From an optimization exercise on the open Yosys and OpenROAD flow, aimed at small area; shortcuts taken in it are not production practice.
Function was checked by simulation only, so behaviour that the tests miss may differ from the original.
Power and IR drop assume default switching activity.

### flow/design.v
module fetch_btb #(
  parameter int ENTRIES = 16
) (
  input  logic        clk,
  input  logic        rst_n,
  input  logic [63:0] lookup_pc,
  output logic        taken,
  output logic [63:3] target,
  input  logic        upd,
  input  logic [63:0] upd_pc,
  input  logic [63:0] upd_target,
  input  logic        upd_taken
);
  localparam int IDX = $clog2(ENTRIES);
  localparam int TB = 3 + IDX;   
  logic [ENTRIES-1:0] mem_valid;
  logic [63:TB] mem_tag    [ENTRIES];
  logic [63:3]  mem_target [ENTRIES];
  logic [1:0]   mem_ctr    [ENTRIES];
  logic [IDX-1:0] li, ui;
  logic [63:TB] rd_tag, ur_tag;
  logic rd_pred;
  logic [1:0] ur_ctr, ur_ctr_next;
  logic u_hit;
  logic [ENTRIES-1:0] lsel, usel;
  logic [63:3] target_r;
  always_comb begin
    li = lookup_pc[3 +: IDX];
    ui = upd_pc[3 +: IDX];
    rd_tag = '0; rd_pred = 1'b0; target_r = '0; ur_tag = '0; ur_ctr = '0;
    for (int i = 0; i < ENTRIES; i++) begin
      lsel[i] = li == IDX'(i);
      usel[i] = ui == IDX'(i);
      rd_tag = rd_tag | ({(64-TB){lsel[i]}} & mem_tag[i]);
      rd_pred = rd_pred | (lsel[i] & mem_valid[i] & mem_ctr[i][1]);
      target_r = target_r | ({61{lsel[i]}} & mem_target[i]);
      ur_tag = ur_tag | ({(64-TB){usel[i]}} & mem_tag[i]);
      ur_ctr = ur_ctr | ({2{usel[i]}} & mem_ctr[i]);
    end
    target = target_r;
    u_hit = mem_valid[ui] && ur_tag == upd_pc[63:TB];
    taken = rd_pred && rd_tag == lookup_pc[63:TB];
    if (u_hit)
      ur_ctr_next = upd_taken ? (ur_ctr == 2'b11 ? ur_ctr : ur_ctr + 2'd1)
                              : (ur_ctr == 2'b00 ? ur_ctr : ur_ctr - 2'd1);
    else
      ur_ctr_next = upd_taken ? 2'b10 : ur_ctr;
  end
  always_ff @(posedge clk or negedge rst_n) begin
    if (!rst_n) mem_valid <= '0;
    else if (upd && upd_taken) mem_valid[ui] <= 1'b1;
  end
  always_ff @(posedge clk) begin
    if (upd && upd_taken) begin
      mem_tag[ui] <= upd_pc[63:TB];
      mem_target[ui] <= upd_target[63:3];
    end
    if (upd) mem_ctr[ui] <= ur_ctr_next;
  end
endmodule
module fetch
#(
  parameter logic [63:0] RESET_VECTOR = 64'h0,
  parameter int BTB_ENTRIES = 16,
  parameter int FIFO_DEPTH = 2
) (
  input  logic        clk,
  input  logic        rst_n,
  input  logic        stall_in,
  input  logic        flush_in,
  input  logic [63:0] redirect_pc_in,
  input  logic        btb_update_in,
  input  logic [63:0] btb_update_pc_in,
  input  logic [63:0] btb_update_target_in,
  input  logic        btb_update_taken_in,
  output logic        imem_req_valid_out,
  input  logic        imem_req_ready_in,
  output logic [63:0] imem_addr_out,
  input  logic        imem_resp_valid_in,
  input  logic [63:0] imem_resp_data_in,
  output logic        valid_out,
  output logic        bubble_out,
  output logic [63:0] pc_out,
  output logic [63:0] instr_out,
  output logic        branch_predicted_taken_out
);
  localparam int PW = $clog2(FIFO_DEPTH);
  logic [63:3] fetch_pc, btb_target;
  logic outstanding, drop, btb_taken, req_fire, push, pop;
  logic [PW-1:0] rd_ptr, wr_ptr, wr_ptr_nxt;
  logic [PW:0] count;
  logic [63:3] fifo_pc    [FIFO_DEPTH];
  logic [63:0] fifo_instr [FIFO_DEPTH];
  logic        fifo_pred  [FIFO_DEPTH];
  logic [63:3] out_pc;
  fetch_btb #(.ENTRIES(BTB_ENTRIES)) u_btb (
    .clk       (clk),
    .rst_n     (rst_n),
    .lookup_pc ({fetch_pc, 3'b000}),
    .taken     (btb_taken),
    .target    (btb_target),
    .upd       (btb_update_in),
    .upd_pc    (btb_update_pc_in),
    .upd_target(btb_update_target_in),
    .upd_taken (btb_update_taken_in)
  );
  always_comb begin
    pop = !stall_in && count != '0;
    imem_req_valid_out = rst_n && !flush_in && (!outstanding || imem_resp_valid_in) &&
      (count - (PW+1)'(pop) + (PW+1)'(outstanding) < (PW+1)'(FIFO_DEPTH));
    imem_addr_out = {fetch_pc, 3'b000};
    req_fire = imem_req_valid_out && imem_req_ready_in;
    push = imem_resp_valid_in && outstanding && !drop && !flush_in;
    wr_ptr_nxt = push ? wr_ptr + 1'b1 : wr_ptr;
    bubble_out = !valid_out;
    pc_out = {out_pc, 3'b000};
  end
  always_ff @(posedge clk or negedge rst_n) begin
    if (!rst_n) begin
      fetch_pc <= RESET_VECTOR[63:3];
      outstanding <= 1'b0;
      drop <= 1'b0;
      rd_ptr <= '0;
      wr_ptr <= '0;
      count <= '0;
      valid_out <= 1'b0;
    end else if (flush_in) begin
      fetch_pc <= redirect_pc_in[63:3];
      outstanding <= outstanding && !imem_resp_valid_in;
      drop <= outstanding && !imem_resp_valid_in;
      rd_ptr <= '0;
      wr_ptr <= '0;
      count <= '0;
      valid_out <= 1'b0;
    end else begin
      if (imem_resp_valid_in && outstanding) begin
        outstanding <= 1'b0;
        drop <= 1'b0;
      end
      if (req_fire) begin
        outstanding <= 1'b1;
        fetch_pc <= btb_taken ? btb_target : fetch_pc + 61'd1;
      end
      wr_ptr <= wr_ptr_nxt;
      if (pop) rd_ptr <= rd_ptr + 1'b1;
      count <= count + (PW+1)'(push) - (PW+1)'(pop);
      if (!stall_in) valid_out <= pop;
    end
  end
  always_ff @(posedge clk) begin
    if (req_fire) begin
      fifo_pc[wr_ptr_nxt] <= fetch_pc;
      fifo_pred[wr_ptr_nxt] <= btb_taken;
    end
    if (push) fifo_instr[wr_ptr] <= imem_resp_data_in;
    if (pop) begin
      out_pc <= fifo_pc[rd_ptr];
      instr_out <= fifo_instr[rd_ptr];
      branch_predicted_taken_out <= fifo_pred[rd_ptr];
    end
  end
endmodule
### flow/flow/run.sh
#!/bin/bash
# The standard layout (standard.sh), with these changes made through ORFS variables:
# - synthesis maps logic with an area-recovering ABC script (flow/synth_area.tcl);
# - port buffers use the smallest buffer cell (every port still gets one);
# - CTS builds larger sink clusters and inserts no dummy balancing loads.
# make's full output goes to flow_make.log here; ORFS keeps each tool's log under orfs/logs/.
set -euo pipefail
here=$(pwd)
export AREA_ABC_SCRIPT=$here/flow/area.abc
export FLOW_SYNTH_TCL=$here/synth_recipe.tcl
bash standard.sh \
  "SYNTH_SCRIPT=$here/flow/synth_area.tcl" \
  "BUFFER_PORTS_ARGS=-buffer_cell sky130_fd_sc_hd__buf_1" \
  "CTS_ARGS=-sink_clustering_enable -repair_clock_nets -dont_use_dummy_load -sink_clustering_size 26 -sink_clustering_max_diameter 80" \
  finish > flow_make.log 2>&1
### flow/flow/area.abc
&get -n
&st
&dc2
&dch -f
&nf -R 1000 -C 32
&st
&dc2
&dch -f
&nf -R 1000 -C 32
&st
&dch -f
&nf -R 1000 -C 32
&put
### flow/flow/synth_area.tcl
# The standard flow's synthesis (synth_recipe.tcl, sourced unchanged), except that its one abc call maps with
# an area-recovering ABC script (flow/area.abc) in place of ORFS's speed script. Flip-flops are
# mapped by dfflibmap before abc runs, so the registers are those of the standard synthesis.
proc abc {args} {
  set i [lsearch -exact $args -script]
  if { $i >= 0 } { lset args [expr { $i + 1 }] $::env(AREA_ABC_SCRIPT) }
  yosys abc {*}$args
}
source $::env(FLOW_SYNTH_TCL)
### flow/standard.sh
#!/bin/bash
# synth_recipe.tcl (not shown) runs the flow's synth.tcl, then flattens the netlist and writes it again
# the make line also repeats each setting of config.mk as NAME=value (left out here)
make -C /OpenROAD-flow-scripts/flow DESIGN_CONFIG=/design/flow/config.mk WORK_HOME=/design/flow/orfs CLKGATE_MAP_FILE= SYNTH_SCRIPT=/design/flow/synth_recipe.tcl "${@:-finish}"
### flow/config.mk
export PLATFORM = sky130hd
export DESIGN_NAME = fetch
export DESIGN_NICKNAME = fetch
export VERILOG_FILES = /design/flow/design.v
export SDC_FILE = /design/flow/constraint.sdc
export NUM_CORES = 4
export LEC_CHECK = 0
export CAP_MARGIN = 20
export CORE_MARGIN = 2
export CORE_UTILIZATION = 70
export SLEW_MARGIN = 20
### flow/constraint.sdc
create_clock -name core_clock -period 7.5 [get_ports {clk}]
set_input_delay 1.5000 -clock core_clock [delete_from_list [all_inputs] [get_ports {clk}]]
set_output_delay 1.5000 -clock core_clock [all_outputs]
set_load 0.01 [all_outputs]
==> reports/results.tsv <==
metric	value	unit
status	complete, no violations	
die width	364	µm
Yosys reg bits	2382	
vias in the first global route	59800	
layout net count	6174	
total core area	0.128	mm²
All-Layer GR Usage	47.3	%
Max IR drop VDD	0.283	mV
Mapped Cells	5133	
clock buffer count from CTS	106	
Core Util, Final	77.5	%
worst-skew pair later-pin latency	0.78	ns
clock buffer depth	3	
worst-path maximum fanout	35	
CP Capture Type	flop	
register clock-pin slew on the reported worst setup and hold paths	0.10	ns
largest net degree at the start of global routing	92	
Post-synth ARST share	3.53	%
Leak	30.5	nW
HP Class	flop to flop	
Least-Margin Pin Slew	1.21	ns
WP data required	8.13	ns
Initial DRC Count	18000	
combinational share of power	19.3	%
Rows	131	
count of cell types in the netlist	56	
post-DP HPWL	182000	µm
share of cells above drive strength 1	6.55	%
Power Density	275	mW/mm²
Mapped Area	0.0906	mm²
RD Place Congestion	0.993	
Fin Setup TNS	0	ns
first-pass GRT wire length	436000	µm
multi-input logic area	0.0195	mm²
Pint	0.0192	W
DIE HEIGHT	364	µm
die area	0.132	mm²
Top FF cell, synth	edfxtp_1	
postcts setup bufs	0	
CTS tree	done	
Final Cycle Share	88.1	%
fillers	7322	
clock network fraction of total power	23.2	%
setup ws final	0.894	ns
Synth Area per Inst	17.6	µm²
worst clock skew	0.0722	ns
fmax	151	MHz
CTS Hold Bufs	0	
Setup WS pre-CTS	0.741	ns
initial core utilization	70.7	%
total gr overflow	0	
most area-hungry cell type in the Yosys netlist	edfxtp_1	
via count	63400	
Seq. cell area	0.0711	mm²
max_cap viols	0	
DRC	0	
H-tree Lvls	3	
Startpoint Class	flop	
initial antenna violation count	47	
sw power	0.00802	W
RSZ-0062 raised after global routing	false	
sequential share of power	57.5	%
Root Buffer	clkbuf_16	
post-synth top area share	76.2	%
Min Clock Period, post-route	6.61	ns
IO Port Bufs	444	
sw frac	29.4	%
final setup fails	0	
total clock sinks	2382	
Post-CTS Resized	0	
final hold viol count	0	
# IOs	460	
kind of critical path	flop to flop	
EDFF count, synth	2298	
post-route ant nets	0	
WP data arrival	7.23	ns
Final Slew Violations	0	
drt total wl	315000	µm
Wirelength per Cell	41.1	µm
Worst slew margin	18.8	%
Area Growth Syn to Fin	9.61	%
drt pass-1 iters	14	
Yosys warnings	2	
via/cell ratio	8.28	
synth top area cells	edfxtp_1, a222oi_1, a22oi_1, dfrtp_1, mux2_1	
sequential fraction of the synthesis area	78.5	%
## registers in the layout (all words and copies together) (netlist names)
name                        flops
fifo_pc                       122
u_btb.mem_target              976
out_pc                         61
instr_out                      64
fifo_instr                    128
count                           2
drop                            1
rd_ptr                          1
valid_out                       1
fifo_pred                       2
outstanding                     1
u_btb.mem_valid                16
u_btb.mem_tag                 912
u_btb.mem_ctr                  32
wr_ptr                          1
fetch_pc                       61
branch_predicted_taken_out      1
## stage by stage
stage | std cells | total power [W] | instance area, µm² | hold slack [ns]
floorplan | 5138 | 0.0184 | 90600 | 0.444
global placement | 7518 | 0.0208 | 96500 | 0.491
detailed placement | 7518 | 0.0209 | 96500 | 0.502
CTS | 7624 | 0.0269 | 99200 | 0.519
global route | 7648 | 0.0277 | 99200 | 0.529
finish | 7657 | 0.0273 | 99300 | 0.514
## path summary, 6_finish.rpt
path | startpoint | end | slack, ns | cells after the start
setup / recovery | fetch_pc[4] | fetch_pc[25] | 0.89 | 16
hold / removal | fifo_pc[1][26] | out_pc[29] | 0.51 | 1
setup reg to reg | fetch_pc[4] | fetch_pc[25] | 0.89 | 16
hold reg to reg | fifo_pc[1][26] | out_pc[29] | 0.51 | 1
max in group asynchronous | rst_n | fetch_pc[12] | 5.09 | 3
min in group asynchronous | rst_n | u_btb.mem_valid[4] | 0.70 | 1
## cells in the mapped netlist, types with 28 or more instances
master,n
edfxtp_1,2298
a222oi_1,521
a22oi_1,474
nand2_1,345
nand4_1,219
nor2_1,178
mux2_1,126
nand3_1,121
o21ai_0,119
dfrtp_1,84
a21oi_1,75
and3_1,54
a22o_1,42
and2_0,41
a221oi_1,37
xnor2_1,34
or2_0,29
a211oi_1,28
nor3_1,28
o22ai_1,28
## area by class of cell
cell class                 instances  share of cell area [%]
clock buffer                     106                    2.67
multi-input combinational       2729                    19.7
antenna                           33                  0.0832
sequential                      2382                    71.6
tap                             1729                    2.18
inverter                          21                  0.0845
timing repair buffer             657                    3.65
## cells in the final DEF (no fill, tap or decap), types with 33 or more instances in the layout
| cell type | instances |
|---|---|
| edfxtp_1 | 2298 |
| a222oi_1 | 521 |
| a22oi_1 | 474 |
| buf_1 | 442 |
| nand2_1 | 344 |
| nand4_1 | 219 |
| buf_4 | 185 |
| nor2_1 | 173 |
| mux2_1 | 126 |
| nand3_1 | 121 |
| o21ai_0 | 119 |
| clkbuf_16 | 106 |
| dfrtp_1 | 83 |
| a21oi_1 | 75 |
| a22o_1 | 42 |
| and3_1 | 41 |
| a221oi_1 | 37 |
| xnor2_1 | 34 |
| diode_2 | 33 |
## per-layer routing
metal / vias up / track usage (%) / wire length (µm)
met5: - / 0 / 160
met4: 28 / 25.7 / 21900
met3: 1502 / 18.8 / 61500
met2: 7510 / 67.4 / 134000
met1: 30300 / 63.1 / 97300
li1: 24100 / - / -
## power by group through the flow
stage / registers [W] / clock network, W / logic (W)
CTS: 0.0156 / 0.00626 / 0.00497
global route: 0.0157 / 0.00666 / 0.00537
floorplan: 0.0160 / 0 / 0.00236
finish: 0.0157 / 0.00632 / 0.00527
detailed placement: 0.0159 / 0 / 0.00494
global placement: 0.0159 / 0 / 0.00489
## critical path: stages, from the launching register on
cell and delay, ns:
dfrtp_1 0.61, clkinv_1 0.24, ha_1 0.31, and3_4 0.50
a222oi_1 0.49, nand2_1 0.11, nor2_1 0.58, o22ai_1 0.25
or4_1 0.59, nor4_1 0.23, nand4_1 0.21, or4_2 1.08
buf_12 0.32, a2111oi_0 0.47, nor2_1 0.16, o21ai_0 0.12
a21oi_1 0.08
## kinds of logic (layout without fill, tap and decap cells)
kind of cell,count (synthesis),count (layout),synth area share [%]
other,1,39,0.00414
buffers and inverters,27,784,0.137
AND/OR/NAND/NOR,1094,1094,6.01
multiplexers,130,130,1.67
AO/OA/AOI/OAI,1427,1427,12.9
XOR/XNOR,59,59,0.571
flip-flops,2382,2382,78.5
adder cells (fa/ha/maj),13,13,0.180

==> what the ideal ports hide <==
Ports are ideal in the flow. The routed layout listed here was re-timed in OpenROAD.
Step 1 (the two cells are an assumption about what drives the block):
set clk [get_ports {clk}]
set_driving_cell -lib_cell sky130_fd_sc_hd__clkbuf_16 $clk
set_driving_cell -lib_cell sky130_fd_sc_hd__buf_2 [delete_from_list [all_inputs] $clk]
Step 2 moves the port delays by t, midway between the first and last clock arrival at a register: inputs arrive t later, outputs are due t later. That takes back most of the time a late clock gives input paths.
Three values: ideal, step 1, step 2; two values: the first two.
shift t [ns]: 0.839
setup slack, ns: 0.894 / 0.894 / 0.393
worst hold slack (ns): 0.514 / 0.514 / 0.514
pins driven straight from the clock port: 1
After both steps setup and hold are still met in this run. For this run, drivers alone change the setup slack by 0.000 ns; drivers and shift together by -0.501 ns.
